Source: an optimization exercise on an open RTL-to-GDS flow (aim: small area, a short achievable clock period and few clock cycles). Production flows keep margins and buffers that such runs may drop.
RTL that was checked went through simulation tests only; none was proved equivalent to the original.
Power and IR drop assume default switching activity.

Setup of before:
==> flow/design.v (excerpt) <==
module buddy_block_allocator #(
    parameter int MAX_ORDER = 5,
    parameter int ID_WIDTH  = 16
) (
    input  wire         i_clk,
    input  wire         i_rst_n,
    input  wire         i_cfg_wr_en,
    input  wire [2:0]   i_cfg_wr_data,     
    input  wire         i_s_axis_tvalid,
    output logic        o_s_axis_tready,
    input  wire [31:0]  i_s_axis_tdata,    
    input  wire [0:0]   i_s_axis_tuser,    
    output logic        o_m_axis_tvalid,
    input  wire         i_m_axis_tready,
    output logic [15:0] o_m_axis_tdata,    
    output logic [1:0]  o_m_axis_tuser,    
    output logic        o_m_axis_tlast     
);
    localparam int NS = 32;                
    logic [5:0]          r_lvlok;          
    logic [31:1]         r_split;          
    logic [NS-1:0]       r_used;           
    logic [ID_WIDTH-1:0] r_owner [NS];     
    logic [5:0]          r_count;          
    logic [5:1]          r_pend;           
    logic [5:0]          r_free;           
    logic [5:0]          r_pair;           
    logic                r_cv;
    logic                r_cfunc;
    logic [ID_WIDTH-1:0] r_cid;
    logic                r_cidnz;
    logic [5:0]          r_cge;            
    logic                r_qact;
    logic [NS-1:0]       r_qh;             
    logic [15:0]         r_qv;             
    logic                r_qlast;          
    logic                r_ready;          
    logic                r_av;
    logic [1:0]          r_akind;
    logic [15:0]         r_avalue;
    logic                r_alast;
    logic                r_bv;
    logic [1:0]          r_bkind;
    logic [15:0]         r_bvalue;
    logic                r_blast;
    logic [5:0]    w_lvl_ok;               
    logic [63:1]   w_exists;
    logic [63:1]   w_fl;                   
    logic [63:1]   w_first;                
    logic [5:0]    w_fitl;                 
    logic [5:0]    w_osel;                 
    logic [NS-1:0] w_sel;
    logic [31:1]   w_set;
    logic [5:1]    w_lvl_set;
    logic          w_found;
    logic [5:0]    w_root;                 
    assign w_lvl_ok = r_lvlok;
    assign w_root   = r_lvlok & ~{1'b0, r_lvlok[5:1]};
    for (genvar l = 0; l < 6; l++) begin : g_lvl
        for (genvar j = 0; j < (1 << (5 - l)); j++) begin : g_node
  ...
clock: 5.0 ns
lec_check: 0
cap_margin: 20
core_margin: 2
core_utilization: 40
cts_cluster_diameter: 90
cts_cluster_size: 28
setup_slack_margin: 2.7
slew_margin: 20
standard.sh (not shown) runs the stock make flow with config.mk's settings and CLKGATE_MAP_FILE= SYNTH_SCRIPT=/design/flow/synth_recipe.tcl, a recipe that flattens the netlist after the stock synthesis.
==> flow/flow/run.sh <==
#!/bin/bash
set -euo pipefail
export BUFFER_PORTS_ARGS="-buffer_cell sky130_fd_sc_hd__buf_2"
bash standard.sh > flow_make.log 2>&1
Here is what was changed in the inputs of after compared with before.
--- a/flow/design.v
+++ b/flow/design.v
@@ -37,31 +37,31 @@
     logic [5:1]          r_pend;           
     logic [5:0]          r_free;           
     logic [5:0]          r_pair;           
     logic                r_cv;
     logic                r_cfunc;
     logic [ID_WIDTH-1:0] r_cid;
     logic                r_cidnz;
     logic [5:0]          r_cge;            
     logic                r_qact;
     logic [NS-1:0]       r_qh;             
     logic [15:0]         r_qv;             
+    logic [5:0]          r_qe2;            
     logic                r_qlast;          
     logic                r_ready;          
     logic                r_av;
     logic [1:0]          r_akind;
     logic [15:0]         r_avalue;
     logic                r_alast;
     logic                r_bv;
     logic [1:0]          r_bkind;
-    logic [15:0]         r_bvalue;
     logic                r_blast;
     logic [5:0]    w_lvl_ok;               
     logic [63:1]   w_exists;
     logic [63:1]   w_fl;                   
     logic [63:1]   w_first;                
     logic [5:0]    w_fitl;                 
     logic [5:0]    w_osel;                 
     logic [NS-1:0] w_sel;
     logic [31:1]   w_set;
     logic [5:1]    w_lvl_set;
     logic          w_found;
@@ -149,29 +149,22 @@
     for (genvar s = 0; s < NS; s++) begin : g_qnext
         logic [5:0] w_from;
         for (genvar l = 0; l < 6; l++) begin : g_l
             if (s >= (1 << l) && (s % (1 << l)) == 0) begin : g_y
                 assign w_from[l] = r_qh[s - (1 << l)] & w_qstep[l];
             end else begin : g_n
                 assign w_from[l] = 1'b0;
             end
         end
         assign w_qnext[s] = |w_from;
     end
-    logic [5:0] w_qend;
-    always_comb begin
-        for (int t = 0; t < 6; t++) begin
-            w_qend[t] = 1'b0;
-            for (int l = 0; l <= t; l++) w_qend[t] = w_qend[t] | (r_qh[(1 << t) - (1 << l)] & w_qstep[l]);
-        end
-    end
     logic [5:0]    w_za;
     logic [5:0]    w_zstep;
     logic [NS-1:0] w_znext;
     assign w_za[0] = 1'b1;
     for (genvar l = 1; l < 6; l++) begin : g_za
         assign w_za[l] = w_lvl_ok[l] & !r_split[1 << (5 - l)];
     end
     assign w_zstep = w_za & ~{1'b0, w_za[5:1]};
     always_comb begin
         w_znext = '0;
         for (int l = 0; l < 5; l++) w_znext[1 << l] = w_zstep[l];
@@ -220,91 +213,96 @@
     logic       n_cfunc;
     logic       n_qact;
     logic       n_av;
     logic       n_bv;
     logic       n_qlast;
     assign w_ready = !r_cv || w_done;
     assign n_cv    = w_ready ? i_s_axis_tvalid : r_cv;
     assign n_cfunc = w_ready ? i_s_axis_tuser[0] : r_cfunc;
     assign n_qact  = w_qcnt || (r_qact && !w_done);
     assign n_bv    = r_bv ? !w_pop : (w_go && r_av && !w_pop);
     assign n_av    = r_bv || w_go || (r_av && !w_pop);
-    assign n_qlast = w_qcnt ? w_one : w_qent ? |(w_qend & w_root) : r_qlast;
+    assign n_qlast = w_qcnt ? w_one : w_qent ? (r_qe2 == r_count) : r_qlast;
     always_ff @(posedge i_clk) begin
         if (!i_rst_n) begin
             r_cv    <= 1'b0;
             r_qact  <= 1'b0;
             r_av    <= 1'b0;
             r_bv    <= 1'b0;
             r_ready <= 1'b1;
         end else begin
             r_cv    <= n_cv;
             r_qact  <= n_qact;
             r_av    <= n_av;
             r_bv    <= n_bv;
             r_ready <= !n_cv || (!n_bv && (!n_cfunc || (n_qact && n_qlast)));
         end
     end
     assign o_s_axis_tready = r_ready;
     logic [1:0]  w_rkind;
-    logic [15:0] w_rvalue;
     logic        w_rlast;
     always_comb begin
         if (!r_cfunc) begin
             w_rkind  = w_found ? bba_pkg::KIND_ALLOC : bba_pkg::KIND_FAIL;
-            w_rvalue = '0;
             w_rlast  = 1'b1;
         end else if (!r_qact) begin
             w_rkind  = bba_pkg::KIND_COUNT;
-            w_rvalue = 16'(w_count);
             w_rlast  = 1'b0;
         end else begin
             w_rkind  = bba_pkg::KIND_ENTRY;
-            w_rvalue = r_qv;
             w_rlast  = r_qlast;
         end
     end
+    logic [1:0]  w_akind;                  
+    logic [15:0] w_avalue;
+    logic        w_qadv;                   
+    assign w_akind  = r_bv ? r_bkind : w_rkind;
+    assign w_avalue = (w_akind == bba_pkg::KIND_ENTRY) ? r_qv :
+                      (w_akind == bba_pkg::KIND_COUNT) ? 16'(w_count) : '0;
+    assign w_qadv   = r_bv ? (w_pop && r_bkind == bba_pkg::KIND_ENTRY)
+                           : (w_qent && (!r_av || w_pop));
     logic [15:0] w_size;
     assign w_size = i_s_axis_tdata[31:16];
     always_ff @(posedge i_clk) begin
         if (r_bv) begin
             if (w_pop) begin
                 r_akind  <= r_bkind;
-                r_avalue <= r_bvalue;
+                r_avalue <= w_avalue;
                 r_alast  <= r_blast;
             end
         end else if (w_go && (!r_av || w_pop)) begin
             r_akind  <= w_rkind;
-            r_avalue <= w_rvalue;
+            r_avalue <= w_avalue;
             r_alast  <= w_rlast;
         end
         if (!r_bv && w_go) begin
             r_bkind  <= w_rkind;
-            r_bvalue <= w_rvalue;
             r_blast  <= w_rlast;
         end
     end
     always_ff @(posedge i_clk) begin
         r_qlast <= n_qlast;
         if (w_ready) begin
             r_cfunc <= i_s_axis_tuser[0];
             r_cid   <= i_s_axis_tdata[15:0];
             r_cidnz <= |i_s_axis_tdata[15:0];
             for (int l = 0; l < 6; l++) r_cge[l] <= (w_size <= 16'(1 << l));
         end
         if (w_qcnt) begin
             r_qh    <= w_znext;
             r_qv    <= r_used[0] ? r_owner[0] : '0;
-        end else if (w_qent) begin
+            r_qe2   <= 6'd2;
+        end else if (w_qadv) begin
             r_qh    <= w_qnext;
             r_qv    <= w_qowner;
+            r_qe2   <= r_qe2 + 6'd1;
         end
     end
     always_ff @(posedge i_clk) begin
         if (!i_rst_n || i_cfg_wr_en) begin
             for (int l = 0; l < 6; l++)
                 r_lvlok[l] <= !i_rst_n || (i_cfg_wr_data >= 3'(l));
             r_split <= '0;
             r_used  <= '0;
             r_count <= 6'd1;
             r_pend  <= '0;
             for (int l = 0; l < 6; l++)
Results
Delta (after minus before): final clock period utilization by the worst path down 1.5 points; synthesized-area fraction occupied by xor and xnor cells rose 0.35 points; combinational cell fraction of total power lower; average routed wire per standard cell rose 0.58 microns; detailed-route vias per instance increased by 0.022 relative to the old numbers.
Per the comparison of after with before, register area went down by 1.8%; final instance area went down by about 4.7%; largest stage delay on the critical path went up by 0.13 ns.
| via count | lower: after |
Testbench counts of after, summed over its fixed seeds: cycles 2,690.
For before, only the layout was checked, not whether the RTL still works.

[afterwards: timing with drivers on the ports]
Ports are ideal in the flow. The routed layouts listed here were re-timed in OpenROAD. Step 1 (the two cells are an assumption about what drives the block):
set clk [get_ports {i_clk}]
set_driving_cell -lib_cell sky130_fd_sc_hd__clkbuf_16 $clk
set_driving_cell -lib_cell sky130_fd_sc_hd__buf_2 [delete_from_list [all_inputs] $clk]
Step 2 adds t to the input delays and takes it off the output delays; t is the mean of the earliest and latest rising clock arrival at the registers after step 1. Input paths then give back, and output paths get back, about the clock's delay inside the block. Slacks: no drivers / after step 1 / after step 2; pairs: no drivers / after step 1.
| run | t (ns) | setup WS [ns] | worst hold slack (ns) | worst register clock-pin slew, ns |
|---|---|---|---|---|
| before | 0.699 | 2.612 / 2.612 / 2.247 | 0.440 / 0.440 / 0.440 | 0.11 / 0.11 |
| after | 0.712 | 2.685 / 2.653 / 2.154 | 0.476 / 0.473 / 0.476 | 0.12 / 0.12 |
After both steps setup and hold are still met in every run listed. The setup slack of after, which loses most, moves by -0.032 ns with the drivers and by -0.531 ns with both steps.
